This is an optimization exercise on Yosys and OpenROAD, whose aim is a short achievable clock period and few clock cycles per item, not a production implementation. Only simulation tests tie the RTL to the original design; equivalence was not proved. The flow treats the clock pin as an ideal source, which a real chip does not have. Power is estimated from default activity; no workload was simulated.

== R ==
// rv_frontend
module rv_frontend (
  input  wire         clk,
  input  wire         rstn,
  output logic        wb_cyc,
  output logic        wb_stb,
  output logic [31:0] wb_adr,
  input  wire         wb_ack,
  input  wire  [31:0] wb_dat_i,
  output logic [31:0] issue_pc,
  output logic [31:0] issue_instr,
  output logic [1:0]  issue_kind,
  output logic        issue_pred_taken,
  output logic [31:0] issue_pred_next_pc,
  output logic        issue_valid,
  input  wire         resolve_valid,
  input  wire  [31:0] resolve_next_pc,
  output logic        mispredict,
  output logic [31:0] perf_cycles,
  output logic [31:0] perf_cond_branches,
  output logic [31:0] perf_uncond_jumps,
  output logic [31:0] perf_bp_correct
);
Size: about 5100 cells after synthesis, about 330 I/O pins, roughly 78000 µm² of cells after synthesis.
==> flow/config.mk <==
export PLATFORM = sky130hd
export DESIGN_NAME = rv_frontend
export DESIGN_NICKNAME = rv_frontend
export VERILOG_FILES = /design/flow/design.v
export SDC_FILE = /design/flow/constraint.sdc
export NUM_CORES = 4
export LEC_CHECK = 0
export CAP_MARGIN = 20
export CORE_MARGIN = 2
export CORE_UTILIZATION = 40
export SETUP_SLACK_MARGIN = 3.8
export SLEW_MARGIN = 20
export SYNTH_HIERARCHICAL = 1
==> flow/constraint.sdc <==
create_clock -name core_clock -period 8.0 [get_ports {clk}]
set_input_delay 1.6000 -clock core_clock [delete_from_list [all_inputs] [get_ports {clk}]]
set_output_delay 1.6000 -clock core_clock [all_outputs]
set_load 0.01 [all_outputs]
standard.sh (not shown) runs the stock make flow with config.mk's settings and CLKGATE_MAP_FILE= SYNTH_SCRIPT=/design/flow/synth_recipe.tcl, a recipe that flattens the netlist after the stock synthesis.
==> flow/flow/run.sh <==
#!/bin/bash
set -euo pipefail
here="$(pwd)"
bash standard.sh MATCH_CELL_FOOTPRINT=0 IO_CONSTRAINTS="$here/flow/io.tcl" \
  POST_CTS_TCL="$here/flow/post_cts.tcl" finish > flow_make.log 2>&1
==> flow/flow/io.tcl <==
# Pin placement: the resolve port and the mispredict output side by side on
# one edge, so the combinational compare between them stays short.
set_io_pin_constraint -group -order -region top:* -pin_names {resolve_next_pc[0] resolve_next_pc[1] resolve_next_pc[2] resolve_next_pc[3] resolve_next_pc[4] resolve_next_pc[5] resolve_next_pc[6] resolve_next_pc[7] resolve_next_pc[8] resolve_next_pc[9] resolve_next_pc[10] resolve_next_pc[11] resolve_next_pc[12] resolve_next_pc[13] resolve_next_pc[14] resolve_next_pc[15] resolve_valid mispredict resolve_next_pc[16] resolve_next_pc[17] resolve_next_pc[18] resolve_next_pc[19] resolve_next_pc[20] resolve_next_pc[21] resolve_next_pc[22] resolve_next_pc[23] resolve_next_pc[24] resolve_next_pc[25] resolve_next_pc[26] resolve_next_pc[27] resolve_next_pc[28] resolve_next_pc[29] resolve_next_pc[30] resolve_next_pc[31]}
==> flow/flow/post_cts.tcl <==
# After the standard clock tree step and its timing repair: one more setup
# repair pass, then legalize the placement again.
estimate_parasitics -placement
repair_timing -setup -setup_margin 4.0 -skip_last_gasp -verbose
detailed_placement
check_placement -verbose
Testbench counts of R, summed over its fixed seeds: cycles 33,614, instrs 16,000.
Relative to R, the following input files were edited for Q:
==> flow/flow/run.sh <==
#!/bin/bash
set -euo pipefail
here="$(pwd)"
bash standard.sh MATCH_CELL_FOOTPRINT=0 IO_CONSTRAINTS="$here/flow/io.tcl" finish > flow_make.log 2>&1
removed: flow/flow/post_cts.tcl
Findings:
- R -> Q: maximum frequency decreased slightly
- Between Q and R, the switching power summed over all nets is lower for Q.
- Q vs. R: multi-input combinational area share closely matched the old numbers; layout-stage area growth over the synthesis result lost 0.23 points; final core utilization neither gained nor lost much; total chip power stayed essentially flat.
- The filler-free cell count of the finished design on Q is in line with that on R.
- Summary of Q over R: via count comparable; share of the cycle needed by the critical path after routing now larger.
- Looking at launch point of the worst path, the fetch_unit_inst.adr[12] result is from Q; the resolve_next_pc[18] one comes from R.


## job 102
Another version of the RTL of rv_frontend (not shown whole).
Size in the first run: about 5,700 cells after synthesis, about 330 I/O pins, roughly 0.089 sq mm of cells after synthesis.
// rv_frontend
module rv_frontend (
  input  wire         clk,
  input  wire         rstn,
  output logic        wb_cyc,
  output logic        wb_stb,
  output logic [31:0] wb_adr,
  input  wire         wb_ack,
  input  wire  [31:0] wb_dat_i,
  output logic [31:0] issue_pc,
  output logic [31:0] issue_instr,
  output logic [1:0]  issue_kind,
  output logic        issue_pred_taken,
  output logic [31:0] issue_pred_next_pc,
  output logic        issue_valid,
  input  wire         resolve_valid,
  input  wire  [31:0] resolve_next_pc,
  output logic        mispredict,
  output logic [31:0] perf_cycles,
  output logic [31:0] perf_cond_branches,
  output logic [31:0] perf_uncond_jumps,
  output logic [31:0] perf_bp_correct
);
export LEC_CHECK = 0
export CAP_MARGIN = 20
export CORE_MARGIN = 2
export CORE_UTILIZATION = 40
export SETUP_SLACK_MARGIN = 3.8
export SLEW_MARGIN = 20
export SYNTH_HIERARCHICAL = 1
create_clock -name core_clock -period 8.0 [get_ports {clk}]
==> flow/flow/run.sh <==
#!/bin/bash
set -euo pipefail
here="$(pwd)"
bash standard.sh MATCH_CELL_FOOTPRINT=0 IO_CONSTRAINTS="$here/flow/io.tcl" \
  POST_CTS_TCL="$here/flow/post_cts.tcl" finish > flow_make.log 2>&1
==> flow/flow/post_cts.tcl <==
# After the standard clock tree step and its timing repair: one more setup
# repair pass, then legalize the placement again.
estimate_parasitics -placement
repair_timing -setup -setup_margin 4.0 -skip_last_gasp -verbose
detailed_placement
check_placement -verbose
Scripts as last shown in full above: flow/flow/io.tcl
The final layout from job 102, which completed every stage, passed the timing, DRC and antenna checks at the end of the flow.
Testbench counts of job 102, summed over its fixed seeds: cycles 33,178, instrs 16,000.
--- input diff job 102..job 101 ---
==> flow/flow/run.sh <==
#!/bin/bash
set -euo pipefail
here="$(pwd)"
bash standard.sh MATCH_CELL_FOOTPRINT=0 IO_CONSTRAINTS="$here/flow/io.tcl" finish > flow_make.log 2>&1
removed: flow/flow/post_cts.tcl
## What came out
- Between job 101 and job 102, the worst slack on hold paths does not differ in any meaningful way.
- Looking at job 101 and job 102, the total power is a wash.
- Going from job 102 to job 101, wire length per cell shrank slightly.
- Job 101: done, clean on timing, DRC and antenna
- Between job 101 and job 102, it is job 101 whose worst slew slack as a fraction of its limit is lower, by 0.74 points.
- Floorplan row count came out exactly the same in job 101 and job 102.
- ~same sequential share of layout area in job 101 and job 102
- The cell area on job 102 is in line with that on job 101.
- Summary of job 101 over job 102: setup slack of the critical path after layout increased 0.015 ns, layout overhead on the synthesized area saw a decrease, relative contribution of combinational cells to total power roughly the same.

==> port drivers added, routing unchanged <==
In the flow no input, the clock included, has a driving cell. The finished layouts below were timed again as built, in two steps. Step 1 assumes that a clkbuf_16 drives the clock port and a buf_2 every other input. Step 2 times the ports against the registers' clock, not the clock port: input delays grow and output delays shrink by t, the midpoint of the rising clock arrivals with the driver on. a / b / c = no drivers / after step 1 / after step 2; a / b = the first two.
run	shift t [ns]	setup slack, ns	slew at the worst register clock pin (ns)	worst slew at a driven data input, ns	cell pins on the clock port's net
R	0.913	3.811 / 3.699 / 2.884	0.07 / 0.07	0.20	1
Q	0.916	3.744 / 3.690 / 2.838	0.07 / 0.07	0.18	1
job 102	0.954	3.702 / 3.640 / 2.935	0.07 / 0.07	0.16	1
job 101	0.953	3.717 / 3.625 / 2.807	0.07 / 0.07	0.17	1
After both steps setup and hold are still met in every run listed. The setup slack of R, which loses most, moves by -0.112 ns with the drivers and by -0.927 ns with both steps.
